Context: an optimization exercise on an open-source flow, tuned for small area. The choices shown serve that exercise and are no tape-out recipe.
Only simulation tests tie the RTL to the original design; equivalence was not proved.
Power figures rest on the tool's default switching activity, not on a simulated workload.

==> module reg_file_sb_inv, before the edit <==
module reg_file_sb_inv (
    input  logic a,
    output logic y
);
    assign y = ~a;
endmodule
==> module reg_file_sb, before the edit <==
module reg_file_sb #(
    parameter  int XLEN = 32,
    parameter  int NREG = 32,
    parameter  int NRD  = 2,
    localparam int AW   = $clog2(NREG)
) (
    input  logic                 clk,
    input  logic                 rst,
    input  logic [NRD*AW-1:0]    ra,
    output logic [NRD*XLEN-1:0]  rd,
    output logic [NRD-1:0]       rbusy,
    input  logic                 we0,
    input  logic                 we1,
    input  logic [AW-1:0]        wa0,
    input  logic [AW-1:0]        wa1,
    input  logic [XLEN-1:0]      wd0,
    input  logic [XLEN-1:0]      wd1,
    input  logic                 rsv_en,
    input  logic [AW-1:0]        rsv_addr,
    input  logic                 flush,
    output logic                 rsv_conflict
);
    logic [XLEN-1:0] r_data [NREG];
    logic [XLEN-1:0] w_d    [NREG];
    logic [NREG-1:0] r_vld;
    logic [NREG-1:0] r_busy;
    logic [NREG-1:0] w_busy_nxt;
    logic [XLEN-1:0] w_wd0p;
    logic [XLEN-1:0] w_wd1p;
    logic            r_phase;
    logic            r_rsv_conflict;
    logic            w_rsv_nz;
    logic            w_rsv_wr;
    logic            w_conflict_nxt;
    assign r_data[0]     = {XLEN{1'b0}};
    assign w_d[0]        = {XLEN{1'b0}};
    assign r_vld[0]      = 1'b0;
    assign r_busy[0]     = 1'b0;
    assign w_busy_nxt[0] = 1'b0;
    always_ff @(posedge clk or posedge rst) begin
        if (rst) r_phase <= 1'b0;
        else     r_phase <= ~r_phase;
    end
    for (genvar i = 0; i < XLEN; i++) begin : g_wdp
        reg_file_sb_inv u_wd0p (.a(~(wd0[i] ^ r_phase)), .y(w_wd0p[i]));
        reg_file_sb_inv u_wd1p (.a(~(wd1[i] ^ r_phase)), .y(w_wd1p[i]));
    end
    genvar g;
    generate
        for (g = 1; g < NREG; g++) begin : g_reg
            logic w_wr0_hit;
            logic w_wr1_hit;
            logic w_rsv_hit;
            logic w_sel1;
            logic w_sel0;
            logic w_hold;
            assign w_wr0_hit = we0 && (wa0 == AW'(g));
            assign w_wr1_hit = we1 && (wa1 == AW'(g));
            assign w_rsv_hit = rsv_en && (rsv_addr == AW'(g));
            assign w_busy_nxt[g] = flush     ? 1'b0 :
                                   w_rsv_hit ? 1'b1 :
                                   (w_wr0_hit || w_wr1_hit) ? 1'b0 : r_busy[g];
            reg_file_sb_inv u_sel1 (.a(!w_wr1_hit),                  .y(w_sel1));
            reg_file_sb_inv u_sel0 (.a(!(w_wr0_hit && !w_wr1_hit)), .y(w_sel0));
            reg_file_sb_inv u_hold (.a(w_wr0_hit || w_wr1_hit),     .y(w_hold));
            for (genvar i = 0; i < XLEN; i++) begin : g_bit
                reg_file_sb_aoi222 u_wr (
                    .a1(w_sel1), .a2(w_wd1p[i]),
                    .b1(w_sel0), .b2(w_wd0p[i]),
                    .c1(w_hold), .c2(r_data[g][i]),
                    .y (w_d[g][i])
                );
            end
            always_ff @(posedge clk) begin
                r_data[g] <= w_d[g];
            end
            always_ff @(posedge clk or posedge rst) begin
                if (rst) begin
                    r_vld[g]  <= 1'b0;
                    r_busy[g] <= 1'b0;
                end else begin
                    r_vld[g]  <= r_vld[g] | w_wr0_hit | w_wr1_hit;
                    r_busy[g] <= w_busy_nxt[g];
                end
            end
        end
    endgenerate
    assign w_rsv_nz       = rsv_en && (rsv_addr != {AW{1'b0}});
    assign w_rsv_wr       = (we0 && (wa0 == rsv_addr)) || (we1 && (wa1 == rsv_addr));
    assign w_conflict_nxt = w_rsv_nz && r_busy[rsv_addr] && !w_rsv_wr && !flush;
    always_ff @(posedge clk or posedge rst) begin
        if (rst) r_rsv_conflict <= 1'b0;
        else     r_rsv_conflict <= w_conflict_nxt;
    end
    assign rsv_conflict = r_rsv_conflict;
    genvar p;
    generate
        for (p = 0; p < NRD; p++) begin : g_rd
            logic [AW-1:0]   w_ra;
            logic [NREG-1:1] w_sel;
            logic            w_any;
            logic            w_flip;
            assign w_ra = ra[p*AW +: AW];
            for (genvar r = 1; r < NREG; r++) begin : g_dec
                reg_file_sb_inv u_sel (.a(!((w_ra == AW'(r)) && r_vld[r])), .y(w_sel[r]));
            end
            assign w_any  = |w_sel;
            assign w_flip = w_any & r_phase;
            for (genvar i = 0; i < XLEN; i++) begin : g_bit
                logic            w_y;
                logic [NREG-1:1] w_q;
                for (genvar r = 1; r < NREG; r++) begin : g_q
                    assign w_q[r] = r_data[r][i];
                end
                reg_file_sb_rbit u_rbit (.sel(w_sel), .q(w_q), .y(w_y));
                assign rd[p*XLEN + i] = w_y ^ w_flip;
            end
            assign rbusy[p] = r_busy[w_ra];
        end
    endgenerate
endmodule
==> flow/config.mk <==
export PLATFORM = sky130hd
export DESIGN_NAME = reg_file_sb
export DESIGN_NICKNAME = reg_file_sb
export VERILOG_FILES = /design/flow/design.v
export SDC_FILE = /design/flow/constraint.sdc
export NUM_CORES = 4
export LEC_CHECK = 0
export CAP_MARGIN = 20
export CELL_PAD_IN_SITES_DETAIL_PLACEMENT = 2
export CELL_PAD_IN_SITES_GLOBAL_PLACEMENT = 2
export CORE_MARGIN = 2
export CORE_UTILIZATION = 40
export SETUP_SLACK_MARGIN = 0.3
export SLEW_MARGIN = 20
export SYNTH_HIERARCHICAL = 1
==> flow/constraint.sdc <==
create_clock -name core_clock -period 8.0 [get_ports {clk}]
set_input_delay 1.6000 -clock core_clock [delete_from_list [all_inputs] [get_ports {clk}]]
set_output_delay 1.6000 -clock core_clock [all_outputs]
set_load 0.01 [all_outputs]
standard.sh (not shown) runs the stock make flow with config.mk's settings and CLKGATE_MAP_FILE= SYNTH_SCRIPT=/design/flow/synth_recipe.tcl, a recipe that flattens the netlist after the stock synthesis.
==> flow/flow/run.sh <==
#!/bin/bash
# Standard ORFS layout (the standard.sh, standard synthesis unchanged) with:
#  - ports buffered with the smallest buffer instead of the resizer's pick;
#  - clock tree built from clkbuf_16 leaf clusters of up to 25 sinks within
#    80 um, without dummy balancing loads.
# Each ORFS step writes its full log under orfs/logs/; make's output goes to
# standard.log.
set -euo pipefail
export BUFFER_PORTS_ARGS="-buffer_cell sky130_fd_sc_hd__buf_1"
export CTS_ARGS="-sink_clustering_enable -repair_clock_nets -dont_use_dummy_load -buf_list sky130_fd_sc_hd__clkbuf_16 -sink_clustering_size 25 -sink_clustering_max_diameter 80"
bash standard.sh > standard.log 2>&1
==> next run, changes <==
--- a/flow/design.v
+++ b/flow/design.v
@@ -1,16 +1,10 @@
 module reg_file_sb_aoi222 (
     input  logic a1, a2, b1, b2, c1, c2,
     output logic y
 );
     assign y = ~((a1 & a2) | (b1 & b2) | (c1 & c2));
-endmodule
-module reg_file_sb_inv (
-    input  logic a,
-    output logic y
-);
-    assign y = ~a;
 endmodule
 module reg_file_sb_nand4 (
     input  logic a, b, c, d,
     output logic y
 );
@@ -90,14 +84,12 @@
     assign w_busy_nxt[0] = 1'b0;
     always_ff @(posedge clk or posedge rst) begin
         if (rst) r_phase <= 1'b0;
         else     r_phase <= ~r_phase;
     end
-    for (genvar i = 0; i < XLEN; i++) begin : g_wdp
-        reg_file_sb_inv u_wd0p (.a(~(wd0[i] ^ r_phase)), .y(w_wd0p[i]));
-        reg_file_sb_inv u_wd1p (.a(~(wd1[i] ^ r_phase)), .y(w_wd1p[i]));
-    end
+    assign w_wd0p = wd0 ^ {XLEN{r_phase}};
+    assign w_wd1p = wd1 ^ {XLEN{r_phase}};
     genvar g;
     generate
         for (g = 1; g < NREG; g++) begin : g_reg
             logic w_wr0_hit;
             logic w_wr1_hit;
@@ -109,13 +101,13 @@
             assign w_wr1_hit = we1 && (wa1 == AW'(g));
             assign w_rsv_hit = rsv_en && (rsv_addr == AW'(g));
             assign w_busy_nxt[g] = flush     ? 1'b0 :
                                    w_rsv_hit ? 1'b1 :
                                    (w_wr0_hit || w_wr1_hit) ? 1'b0 : r_busy[g];
-            reg_file_sb_inv u_sel1 (.a(!w_wr1_hit),                  .y(w_sel1));
-            reg_file_sb_inv u_sel0 (.a(!(w_wr0_hit && !w_wr1_hit)), .y(w_sel0));
-            reg_file_sb_inv u_hold (.a(w_wr0_hit || w_wr1_hit),     .y(w_hold));
+            assign w_sel1 = w_wr1_hit;
+            assign w_sel0 = w_wr0_hit && !w_wr1_hit;
+            assign w_hold = !(w_wr0_hit || w_wr1_hit);
             for (genvar i = 0; i < XLEN; i++) begin : g_bit
                 reg_file_sb_aoi222 u_wr (
                     .a1(w_sel1), .a2(w_wd1p[i]),
                     .b1(w_sel0), .b2(w_wd0p[i]),
                     .c1(w_hold), .c2(r_data[g][i]),
@@ -151,11 +143,11 @@
             logic [NREG-1:1] w_sel;
             logic            w_any;
             logic            w_flip;
             assign w_ra = ra[p*AW +: AW];
             for (genvar r = 1; r < NREG; r++) begin : g_dec
-                reg_file_sb_inv u_sel (.a(!((w_ra == AW'(r)) && r_vld[r])), .y(w_sel[r]));
+                assign w_sel[r] = (w_ra == AW'(r)) & r_vld[r];
             end
             assign w_any  = |w_sel;
             assign w_flip = w_any & r_phase;
             for (genvar i = 0; i < XLEN; i++) begin : g_bit
                 logic            w_y;
Result: Cell area climbs by about 1.5%; synthesized area fell by 1.6%; sequential power stays flat; critical path depth shrinks by 2; worst setup slack gains 0.18 ns; wire length climbs by 4.0%; final cell count is lower by 4.9%; clock-buffer cell count grows by 1; register-to-register slack is better by 0.76 ns; clock power came out higher by about 1%.

[static timing again, ports no longer ideal]
In the flow no input, the clock included, has a driving cell. The finished layouts below were timed again as built, in two steps.
Step 1, drivers: a clkbuf_16 drives clk and a buf_2 each remaining input, both assumed.
Step 2 also shifts input and output timing later by t, the mid clock arrival at the registers, as if the neighbouring blocks saw the same clock.
Slacks: no drivers / after step 1 / after step 2; pairs: no drivers / after step 1.
| run | shift t [ns] | setup slack, ns | worst register clock-pin slew, ns | cell pins on the clock port's net |
|---|---|---|---|---|
| the first run | 0.808 | 0.700 / 0.661 / 0.661 | 0.11 / 0.11 | 1 |
| the second run | 0.787 | 0.875 / 0.846 / 0.846 | 0.11 / 0.11 | 1 |
After both steps every run listed still meets setup and hold. For the first run, which loses most, drivers alone change the setup slack by -0.039 ns; drivers and shift together by -0.039 ns.
